Source: an optimization exercise on an open RTL-to-GDS flow (aim: a short achievable clock period and few clock cycles). Production flows keep margins and buffers that such runs may drop. Function was checked by simulation only, so behaviour that the tests miss may differ from the original. No driver is modelled on the clock port, so clock power and skew are understated where the tree is cut down; a real chip needs a root buffer or a tree.

==> inputs of v13 <==
## ifmap_loader_top
module ifmap_loader_top (
	input  wire         clk,
	input  wire         reset,
	input  wire         load_valid,
	input  wire         load_map,
	input  wire  [9:0]  load_addr,
	input  wire         load_spike,
	input  wire         start,
	input  wire         ctrl_valid,
	input  wire  [34:0] ctrl_pkt,
	output logic        pkt_valid,
	output logic [34:0] pkt,
	output logic        busy,
	output logic        scan_done
);
	logic       w_v, w_m, w_s;
	logic [9:0] w_a;
	logic [63:0] w_rs;    
	logic [31:0] w_cs;    
	logic        w_d;
	logic [2047:0] mb;    
	always_ff @(posedge clk) begin
		w_v <= load_valid & ~reset;
		w_m <= load_map;
		w_a <= load_addr;
		w_s <= load_spike;
	end
	always_ff @(posedge clk) begin
		for (int r = 0; r < 64; r++)
			w_rs[r] <= w_v && ({w_m, w_a[9:5]} == 6'(r));
		for (int c = 0; c < 32; c++)
			w_cs[c] <= (w_a[4:0] == 5'(c));
		w_d <= w_s;
	end
	always_ff @(posedge clk) begin
		for (int r = 0; r < 64; r++)
			for (int c = 0; c < 32; c++)
				if (w_rs[r] && w_cs[c]) mb[r*32 + c] <= w_d;
	end
	logic [39:0] w0;      
	always_ff @(posedge clk) begin
		for (int r = 0; r < 5; r++)
			for (int c = 0; c < 8; c++)
				if (load_valid && !reset && !load_map && load_addr == 10'(r*32 + c))
					w0[r*8 + c] <= load_spike;
	end
	logic [10:0] cnt0, cnt1;
	logic        loaded;
	always_ff @(posedge clk) begin
		if (reset) begin
			cnt0 <= '0;
			cnt1 <= '0;
		end else if (w_v) begin
			if (!w_m && !cnt0[10]) cnt0 <= cnt0 + 1'b1;
			if (w_m && !cnt1[10]) cnt1 <= cnt1 + 1'b1;
		end
	end
	assign loaded = (cnt0[10] | (w_v & ~w_m & (&cnt0[9:0]))) &
	                (cnt1[10] | (w_v &  w_m & (&cnt1[9:0])));
	logic done;
	logic start_take;
	logic st_r;           
	logic snd;            
	logic wt;             
	logic gap;            
	logic last0, last1;   
	logic rel;
	logic [9:0] pe_oh;    
	logic [9:0] sc;       
	logic [49:0] w0p;     
	logic [49:0] nx;      
	logic [44:0] sr;      
	logic [4:0]  pkt_spk;
	logic [3:0]  pkt_dst;
	assign done = ctrl_valid && (ctrl_pkt[26:0] == 27'd1);
	assign start_take = start && !reset && !busy && loaded;
	assign rel = (wt && done && !last0 && !last1) || (gap && done) || start_take;
	always_ff @(posedge clk) begin
		if (reset) begin
			busy <= 1'b0;
			scan_done <= 1'b0;
			st_r <= 1'b0;
  ...
export LEC_CHECK = 0
export ABC_CLOCK_PERIOD_IN_PS = 2000
export CAP_MARGIN = 20
export CORE_MARGIN = 2
export CORE_UTILIZATION = 65
export PLACE_DENSITY = 0.8
export SETUP_SLACK_MARGIN = 3.0
export SLEW_MARGIN = 20
create_clock -name core_clock -period 5.0 [get_ports {clk}]
standard.sh (not shown) runs the stock make flow with config.mk's settings and CLKGATE_MAP_FILE= SYNTH_SCRIPT=/design/flow/synth_recipe.tcl, a recipe that flattens the netlist after the stock synthesis.
==> flow/flow/run.sh <==
#!/bin/bash
# The standard layout, except that the clock tree is built by flow/cts_hook.tcl (a balanced
# two-level tree: the clock port drives four root buffers, each root drives the leaf buffers of
# one quarter of the registers) in place of TritonCTS. Everything else is the standard flow.
set -euo pipefail
here=$(pwd)
export PRE_CTS_TCL=$here/flow/cts_hook.tcl
bash standard.sh finish > standard_finish.log 2>&1
==> flow/flow/cts_hook.tcl <==
# PRE_CTS hook: build the clock tree here and make the flow's clock_tree_synthesis call a no-op.
source [file join [file dirname [info script]] mytree.tcl]
set mt_leaf_max 30
if {[info exists ::env(MT_LEAF_MAX)]} { set mt_leaf_max $::env(MT_LEAF_MAX) }
mt_build sky130_fd_sc_hd__clkbuf_16 sky130_fd_sc_hd__clkbuf_16 $mt_leaf_max
rename clock_tree_synthesis mt_orig_cts
proc clock_tree_synthesis {args} {
  puts "mytree: clock tree built by the PRE_CTS hook, clock_tree_synthesis skipped"
  set_propagated_clock [all_clocks]
}
==> flow/flow/mytree.tcl <==
# Build a two-level clock tree: clk port -> NROOT root buffers -> leaf buffers -> registers.
# Sinks are split by recursive bisection (alternating x/y at the median) into leaf clusters
# of at most LEAF_MAX sinks; the first two levels of the split give the root groups.
proc mt_center {its} {
  set sx 0; set sy 0; set n 0
  foreach it $its {
    set bb [[$it getInst] getBBox]
    set sx [expr {$sx + ([$bb xMin] + [$bb xMax]) / 2.0}]
    set sy [expr {$sy + ([$bb yMin] + [$bb yMax]) / 2.0}]
    incr n
  }
  return [list [expr {$sx / $n}] [expr {$sy / $n}]]
}
proc mt_key {it axis} {
  set bb [[$it getInst] getBBox]
  if {$axis == 0} { return [expr {[$bb xMin] + [$bb xMax]}] }
  return [expr {[$bb yMin] + [$bb yMax]}]
}
proc mt_split {its axis {frac 0.5}} {
  set l {}
  foreach it $its { lappend l [list [mt_key $it $axis] $it] }
  set l [lsort -real -index 0 $l]
  set h [expr {int(round([llength $l] * $frac))}]
  set a {}; set b {}
  set i 0
  foreach e $l { if {$i < $h} { lappend a [lindex $e 1] } else { lappend b [lindex $e 1] }; incr i }
  return [list $a $b]
}
# returns a list of leaf clusters of at most maxn sinks each, as even as the count allows
proc mt_leaves {its axis maxn} {
  set n [llength $its]
  if {$n <= $maxn} { return [list $its] }
  set k [expr {($n + $maxn - 1) / $maxn}]
  set k1 [expr {$k / 2}]
  lassign [mt_split $its $axis [expr {double($k1) / $k}]] a b
  return [concat [mt_leaves $a [expr {1 - $axis}] $maxn] [mt_leaves $b [expr {1 - $axis}] $maxn]]
}
proc mt_place {inst xy} {
  set m [$inst getMaster]
  set x [expr {int([lindex $xy 0] - [$m getWidth] / 2)}]
  set y [expr {int([lindex $xy 1] - [$m getHeight] / 2)}]
  $inst setLocation $x $y
  $inst setPlacementStatus PLACED
}
proc mt_build {root_cell leaf_cell leaf_max} {
  set block [ord::get_db_block]
  set db [ord::get_db]
  set clk [$block findNet clk]
  set sinks {}
  foreach it [$clk getITerms] { lappend sinks $it }
  puts "mytree: [llength $sinks] sinks"
  set rm [$db findMaster $root_cell]
  set lm [$db findMaster $leaf_cell]
  # four root groups: split x then y
  lassign [mt_split $sinks 0] h0 h1
  set groups [concat [mt_split $h0 1] [mt_split $h1 1]]
  set r 0; set nl 0
  foreach g $groups {
    set leaves [mt_leaves $g 0 $leaf_max]
    set rnet [odb::dbNet_create $block "clknet_r$r"]
    $rnet setSigType CLOCK
    set lxy {}
    foreach lv $leaves {
      set lnet [odb::dbNet_create $block "clknet_l$nl"]
      $lnet setSigType CLOCK
      set li [odb::dbInst_create $block $lm "clkbuf_l$nl"]
      set xy [mt_center $lv]
      lappend lxy $xy
      mt_place $li $xy
      foreach it $lv { $it disconnect; $it connect $lnet }
      [$li findITerm X] connect $lnet
      [$li findITerm A] connect $rnet
      incr nl
    }
    set ri [odb::dbInst_create $block $rm "clkbuf_r$r"]
    set sx 0; set sy 0
    foreach xy $lxy { set sx [expr {$sx + [lindex $xy 0]}]; set sy [expr {$sy + [lindex $xy 1]}] }
    mt_place $ri [list [expr {$sx / [llength $lxy]}] [expr {$sy / [llength $lxy]}]]
    [$ri findITerm X] connect $rnet
    [$ri findITerm A] connect $clk
    puts "mytree: root $r drives [llength $leaves] leaves"
    incr r
  }
}
==> v21 (differences from v13) <==
--- a/flow/design.v
+++ b/flow/design.v
@@ -58,35 +58,42 @@
 	output logic        pkt_valid,
 	output logic [34:0] pkt,
 	output logic        busy,
 	output logic        scan_done
 );
 	logic       w_v, w_m, w_s;
 	logic [9:0] w_a;
+	logic [15:0] w_hi;    
+	logic [3:0]  w_lo;    
 	logic [63:0] w_rs;    
 	logic [31:0] w_cs;    
-	logic        w_d;
+	logic [63:0] w_d;     
 	logic [2047:0] mb;    
 	always_ff @(posedge clk) begin
 		w_v <= load_valid & ~reset;
 		w_m <= load_map;
 		w_a <= load_addr;
 		w_s <= load_spike;
-	end
-	always_ff @(posedge clk) begin
-		for (int r = 0; r < 64; r++)
-			w_rs[r] <= w_v && ({w_m, w_a[9:5]} == 6'(r));
+		for (int i = 0; i < 16; i++)
+			w_hi[i] <= load_valid && !reset && ({load_map, load_addr[9:7]} == 4'(i));
+		for (int i = 0; i < 4; i++)
+			w_lo[i] <= (load_addr[6:5] == 2'(i));
+	end
+	always_ff @(posedge clk) begin
+		for (int r = 0; r < 64; r++) begin
+			w_rs[r] <= w_hi[r/4] && w_lo[r%4];
+			if (w_hi[r/4] && w_lo[r%4]) w_d[r] <= w_s;
+		end
 		for (int c = 0; c < 32; c++)
 			w_cs[c] <= (w_a[4:0] == 5'(c));
-		w_d <= w_s;
 	end
 	always_ff @(posedge clk) begin
 		for (int r = 0; r < 64; r++)
 			for (int c = 0; c < 32; c++)
-				if (w_rs[r] && w_cs[c]) mb[r*32 + c] <= w_d;
+				if (w_rs[r] && w_cs[c]) mb[r*32 + c] <= w_d[r];
 	end
 	logic [39:0] w0;      
 	always_ff @(posedge clk) begin
 		for (int r = 0; r < 5; r++)
 			for (int c = 0; c < 8; c++)
 				if (load_valid && !reset && !load_map && load_addr == 10'(r*32 + c))
 					w0[r*8 + c] <= load_spike;
@@ -103,52 +110,64 @@
 		end
 	end
 	assign loaded = (cnt0[10] | (w_v & ~w_m & (&cnt0[9:0]))) &
 	                (cnt1[10] | (w_v &  w_m & (&cnt1[9:0])));
 	logic done;
 	logic start_take;
 	logic st_r;           
+	logic act;            
+	logic fin;            
 	logic snd;            
-	logic wt;             
+	logic wtr, wt0, wt1;
 	logic gap;            
 	logic last0, last1;   
 	logic rel;
 	logic [9:0] pe_oh;    
 	logic [9:0] sc;       
 	logic [49:0] w0p;     
 	logic [49:0] nx;      
 	logic [44:0] sr;      
 	logic [4:0]  pkt_spk;
 	logic [3:0]  pkt_dst;
 	assign done = ctrl_valid && (ctrl_pkt[26:0] == 27'd1);
-	assign start_take = start && !reset && !busy && loaded;
-	assign rel = (wt && done && !last0 && !last1) || (gap && done) || start_take;
+	assign start_take = start && !reset && !(act || fin) && loaded;
+	assign rel = ((wtr || gap) && done) || start_take;
 	always_ff @(posedge clk) begin
 		if (reset) begin
 			busy <= 1'b0;
 			scan_done <= 1'b0;
+			act <= 1'b0;
+			fin <= 1'b0;
 			st_r <= 1'b0;
 			snd <= 1'b0;
-			wt <= 1'b0;
+			wtr <= 1'b0;
+			wt0 <= 1'b0;
+			wt1 <= 1'b0;
 			gap <= 1'b0;
 			pkt_valid <= 1'b0;
 		end else begin
-			busy <= start_take || (busy && !scan_done);
-			scan_done <= wt && done && last1;
+			busy <= start_take || act;
+			scan_done <= wt1 && done;
+			act <= start_take || (act && !(wt1 && done));
+			fin <= wt1 && done && act;
 			st_r <= start_take;
 			if (snd) begin
 				pkt_valid <= 1'b1;
 				snd <= !pe_oh[8];
-				wt <= pe_oh[8];
+				wtr <= pe_oh[8] && !last0 && !last1;
+				wt0 <= pe_oh[8] && last0;
+				wt1 <= pe_oh[8] && last1;
 			end else begin
 				pkt_valid <= rel;
 				snd <= rel;
-				wt <= wt && !done;
-			end
-			gap <= (wt && done && last0) || (gap && !done);
+				wtr <= wtr && !done;
+				wt0 <= wt0 && !done;
+				wt1 <= wt1 && !done;
+			end
+			gap <= (wt0 && done) || (gap && !done);
 		end
 	end
 	function automatic [3:0] pe_node(input [9:0] oh);
 		pe_node = 4'd0;
 		for (int p = 0; p < 10; p++)
 			if (oh[p]) pe_node = pe_node | ((40'hEA62D951C8 >> (4*p)) & 4'hF);
 	endfunction
@@ -156,112 +175,107 @@
 		if (snd) begin
 			pe_oh <= pe_oh << 1;
 			pkt_spk <= sr[4:0];
 			sr <= sr >> 5;
 			pkt_dst <= pe_node(pe_oh << 1);
 		end else begin
 			pe_oh <= 10'd1;
-			pkt_spk <= busy ? nx[4:0] : w0p[4:0];
-			sr <= busy ? nx[49:5] : w0p[49:5];
+			pkt_spk <= act ? nx[4:0] : w0p[4:0];
+			sr <= act ? nx[49:5] : w0p[49:5];
 			pkt_dst <= 4'd8;
 		end
 	end
 	always_comb begin
 		for (int k = 0; k < 5; k++)
 			for (int j = 0; j < 5; j++) begin
 				w0p[10*k + 4 - j] = w0[8*k + j];
 				w0p[10*k + 5 + 4 - j] = w0[8*k + j + 3];
 			end
 	end
 	always_ff @(posedge clk) begin
-		sc <= (st_r ? 10'd0 : sc) + 10'(pkt_valid && pe_oh[0]);
+		sc <= (st_r ? 10'd0 : sc) + 10'(snd && pe_oh[0]);
 		last0 <= (sc == 10'd280);
 		last1 <= (sc == 10'd560);
 	end
 	assign pkt = {4'b0000, pkt_dst, 3'b001, 19'd0, pkt_spk};
 	logic       freq;
-	logic       fm;           
-	logic [4:0] fr, fcol;
-	logic       sm;
-	logic [4:0] srow, scol;
+	logic [63:0] frow;        
+	logic [9:0]  fcol;        
+	logic [63:0] srow;
+	logic [9:0]  scol;
 	logic       ract;
 	logic [2:0] rk;
 	logic [63:0] rsel;        
 	logic [9:0]  csel;        
-	logic [31:0] s1q [4];     
-	logic        s1_v;
-	logic [2:0]  s1_k;
-	logic [31:0] s1;
-	assign freq = st_r || (pkt_valid && pe_oh[0]);
-	assign sm   = st_r ? 1'b0 : fm;
-	assign srow = st_r ? 5'd0 : fr;
-	assign scol = st_r ? 5'd3 : fcol;
+	logic [31:0] s1q [8];     
+	logic        s1_v, s2_v;
+	logic [2:0]  s1_k, s2_k;
+	logic [31:0] s1;          
+	assign freq = st_r || (snd && pe_oh[0]);
+	assign srow = st_r ? 64'd1 : frow;
+	assign scol = st_r ? 10'd2 : fcol;
 	always_ff @(posedge clk) begin
 		if (reset) begin
 			ract <= 1'b0;
 			s1_v <= 1'b0;
+			s2_v <= 1'b0;
 		end else begin
 			if (freq) begin
 				ract <= 1'b1;
 			end else if (rk == 3'd4) begin
 				ract <= 1'b0;
 			end
 			s1_v <= ract;
+			s2_v <= s1_v;
 		end
 	end
 	always_ff @(posedge clk) begin
 		if (freq) begin
-			if (scol == 5'd27) begin
-				fcol <= 5'd0;
-				if (srow == 5'd27) begin
-					fr <= 5'd0;
-					fm <= ~sm;
-				end else begin
-					fr <= srow + 1'b1;
-					fm <= sm;
-				end
+			if (scol[9]) begin
+				fcol <= 10'd1;
+				frow <= srow[27] ? (64'd1 << 32) : srow[59] ? 64'd1 : (srow << 1);
 			end else begin
-				fcol <= scol + 5'd3;
-				fr <= srow;
-				fm <= sm;
-			end
-			for (int r = 0; r < 64; r++)
-				rsel[r] <= ({sm, srow} == 6'(r));
-			for (int i = 0; i < 10; i++)
-				csel[i] <= (scol == 5'(3*i));
+				fcol <= scol << 1;
+				frow <= srow;
+			end
+			rsel <= srow;
+			csel <= scol;
 			rk <= 3'd0;
 		end else begin
 			rsel <= rsel << 1;
 			rk <= rk + 1'b1;
 		end
 	end
 	always_ff @(posedge clk) begin
-		for (int q = 0; q < 4; q++)
+		for (int q = 0; q < 8; q++)
 			for (int c = 0; c < 32; c++) begin
 				logic b;
 				b = 1'b0;
-				for (int r = 16*q; r < 16*q + 16; r++)
+				for (int r = 8*q; r < 8*q + 8; r++)
 					b = b | (rsel[r] & mb[r*32 + c]);
 				s1q[q][c] <= b;
 			end
 		s1_k <= rk;
-	end
-	assign s1 = s1q[0] | s1q[1] | s1q[2] | s1q[3];
+		s2_k <= s1_k;
+	end
+	always_ff @(posedge clk) begin
+		s1 <= s1q[0] | s1q[1] | s1q[2] | s1q[3] | s1q[4] | s1q[5] | s1q[6] | s1q[7];
+	end
 	logic [7:0] win8;
 	always_comb begin
 		win8 = 8'd0;
 		for (int i = 0; i < 10; i++)
 			for (int j = 0; j < 8; j++)
 				if (3*i + j < 32)
 					win8[j] = win8[j] | (csel[i] & s1[(3*i + j) % 32]);
 	end
 	always_ff @(posedge clk) begin
-		if (s1_v) begin
+		if (s2_v) begin
 			for (int k = 0; k < 5; k++) begin
-				if (s1_k == 3'(k)) begin
+				if (s2_k == 3'(k)) begin
 					for (int j = 0; j < 5; j++) begin
 						nx[10*k + 4 - j] <= win8[j];
 						nx[10*k + 5 + 4 - j] <= win8[j + 3];
 					end
 				end
 			end
 		end
==> flow/flow/cts_hook.tcl (replaced) <==
# PRE_CTS hook: build the clock tree here and make the flow's clock_tree_synthesis call a no-op.
source [file join [file dirname [info script]] mytree.tcl]
set mt_leaf_max 30
if {[info exists ::env(MT_LEAF_MAX)]} { set mt_leaf_max $::env(MT_LEAF_MAX) }

# Placement buffers the ports with small delay cells; give them plain buffers before the
# timing repair, which may only swap a cell for one of the same footprint.
foreach bt [[ord::get_db_block] getBTerms] {
  set net [$bt getNet]
  if {$net == "NULL" || [$bt getName] == "clk"} { continue }
  foreach it [$net getITerms] {
    set inst [$it getInst]
    set m [[$inst getMaster] getName]
    if {![regexp {buf|dly} $m]} { continue }
    if {[$bt getIoType] == "OUTPUT" && [$it isOutputSignal]} {
      replace_cell [$inst getName] sky130_fd_sc_hd__buf_6
    } elseif {[$bt getIoType] == "INPUT" && [$it isInputSignal]} {
      replace_cell [$inst getName] sky130_fd_sc_hd__buf_4
    }
  }
}

mt_build sky130_fd_sc_hd__buf_16 sky130_fd_sc_hd__buf_12 $mt_leaf_max
rename clock_tree_synthesis mt_orig_cts
proc clock_tree_synthesis {args} {
  puts "mytree: clock tree built by the PRE_CTS hook, clock_tree_synthesis skipped"
  set_propagated_clock [all_clocks]
}
--- a/flow/flow/mytree.tcl
+++ b/flow/flow/mytree.tcl
@@ -38,14 +38,17 @@
 proc mt_place {inst xy} {
   set m [$inst getMaster]
   set x [expr {int([lindex $xy 0] - [$m getWidth] / 2)}]
   set y [expr {int([lindex $xy 1] - [$m getHeight] / 2)}]
   $inst setLocation $x $y
   $inst setPlacementStatus PLACED
 }
+proc mt_out {inst} {
+  foreach it [$inst getITerms] { if {[$it isOutputSignal]} { return $it } }
+}
 proc mt_build {root_cell leaf_cell leaf_max} {
   set block [ord::get_db_block]
   set db [ord::get_db]
   set clk [$block findNet clk]
   set sinks {}
   foreach it [$clk getITerms] { lappend sinks $it }
   puts "mytree: [llength $sinks] sinks"
@@ -64,21 +67,21 @@
       set lnet [odb::dbNet_create $block "clknet_l$nl"]
       $lnet setSigType CLOCK
       set li [odb::dbInst_create $block $lm "clkbuf_l$nl"]
       set xy [mt_center $lv]
       lappend lxy $xy
       mt_place $li $xy
       foreach it $lv { $it disconnect; $it connect $lnet }
-      [$li findITerm X] connect $lnet
+      [mt_out $li] connect $lnet
       [$li findITerm A] connect $rnet
       incr nl
     }
     set ri [odb::dbInst_create $block $rm "clkbuf_r$r"]
     set sx 0; set sy 0
     foreach xy $lxy { set sx [expr {$sx + [lindex $xy 0]}]; set sy [expr {$sy + [lindex $xy 1]}] }
     mt_place $ri [list [expr {$sx / [llength $lxy]}] [expr {$sy / [llength $lxy]}]]
-    [$ri findITerm X] connect $rnet
+    [mt_out $ri] connect $rnet
     [$ri findITerm A] connect $clk
     puts "mytree: root $r drives [llength $leaves] leaves"
     incr r
   }
 }
==> impl_metrics.env <==
export IMPL_nFlopsAndLatches=2563
export IMPL_ys_ff_latch=2563
export IMPL_path_delay_family="flip-flops"
export IMPL_placed_area_um2=105000
export IMPL_seq_share_pct=67.2
export IMPL_synth_top_cell_area_share_pct=62.6
export IMPL_status="finished clean"
export IMPL_worst_ep_required_time_ns=4.00
Source of the figures above: v13

==> impl_metrics.env <==
export IMPL_ys_ff_latch=2871
export IMPL_worst_ep_required_time_ns=5.31
export IMPL_nFlopsAndLatches=2871
export IMPL_seq_share_pct=69.3
export IMPL_status="finished clean"
export IMPL_drc=0
export IMPL_placed_area_um2=113000
export IMPL_synth_top_cell_area_share_pct=61.5
Source of the figures above: v21

Testbench counts of v13, summed over its fixed seeds: cycles 22,408.
Testbench counts of v21, summed over its fixed seeds: cycles 22,408.
In every run of this note, the design's own scripts or RTL, not TritonCTS, make the clock network.

[what the ideal ports hide]
The results above use ideal ports. As a check the final layouts listed here were re-extracted and re-timed, cells and wires unchanged.
Step 1 sets driving cells, clkbuf_16 on the clock port and buf_2 on the other inputs (assumed; they add their load-dependent delay and slew).
Step 2 moves the port delays by t, midway between the first and last clock arrival at a register: inputs arrive t later, outputs are due t later. That takes back most of the time a late clock gives input paths.
a / b / c = ideal ports / drivers / drivers and shift; a / b = the first two.
run | t (ns) | setup slack, ns | worst hold slack (ns) | clock arrival spread, ns | worst slew at a driven data input, ns
v13 | 0.785 | 2.932 / 2.746 / 2.365 | 0.364 / 0.363 / 0.363 | 0.033 / 0.034 | 0.05
v21 | 0.781 | 2.917 / 2.745 / 2.292 | 0.334 / 0.334 / 0.334 | 0.030 / 0.030 | 0.06
After both steps every run listed still meets setup and hold. For v21, which loses most, drivers alone change the setup slack by -0.172 ns; drivers and shift together by -0.625 ns.
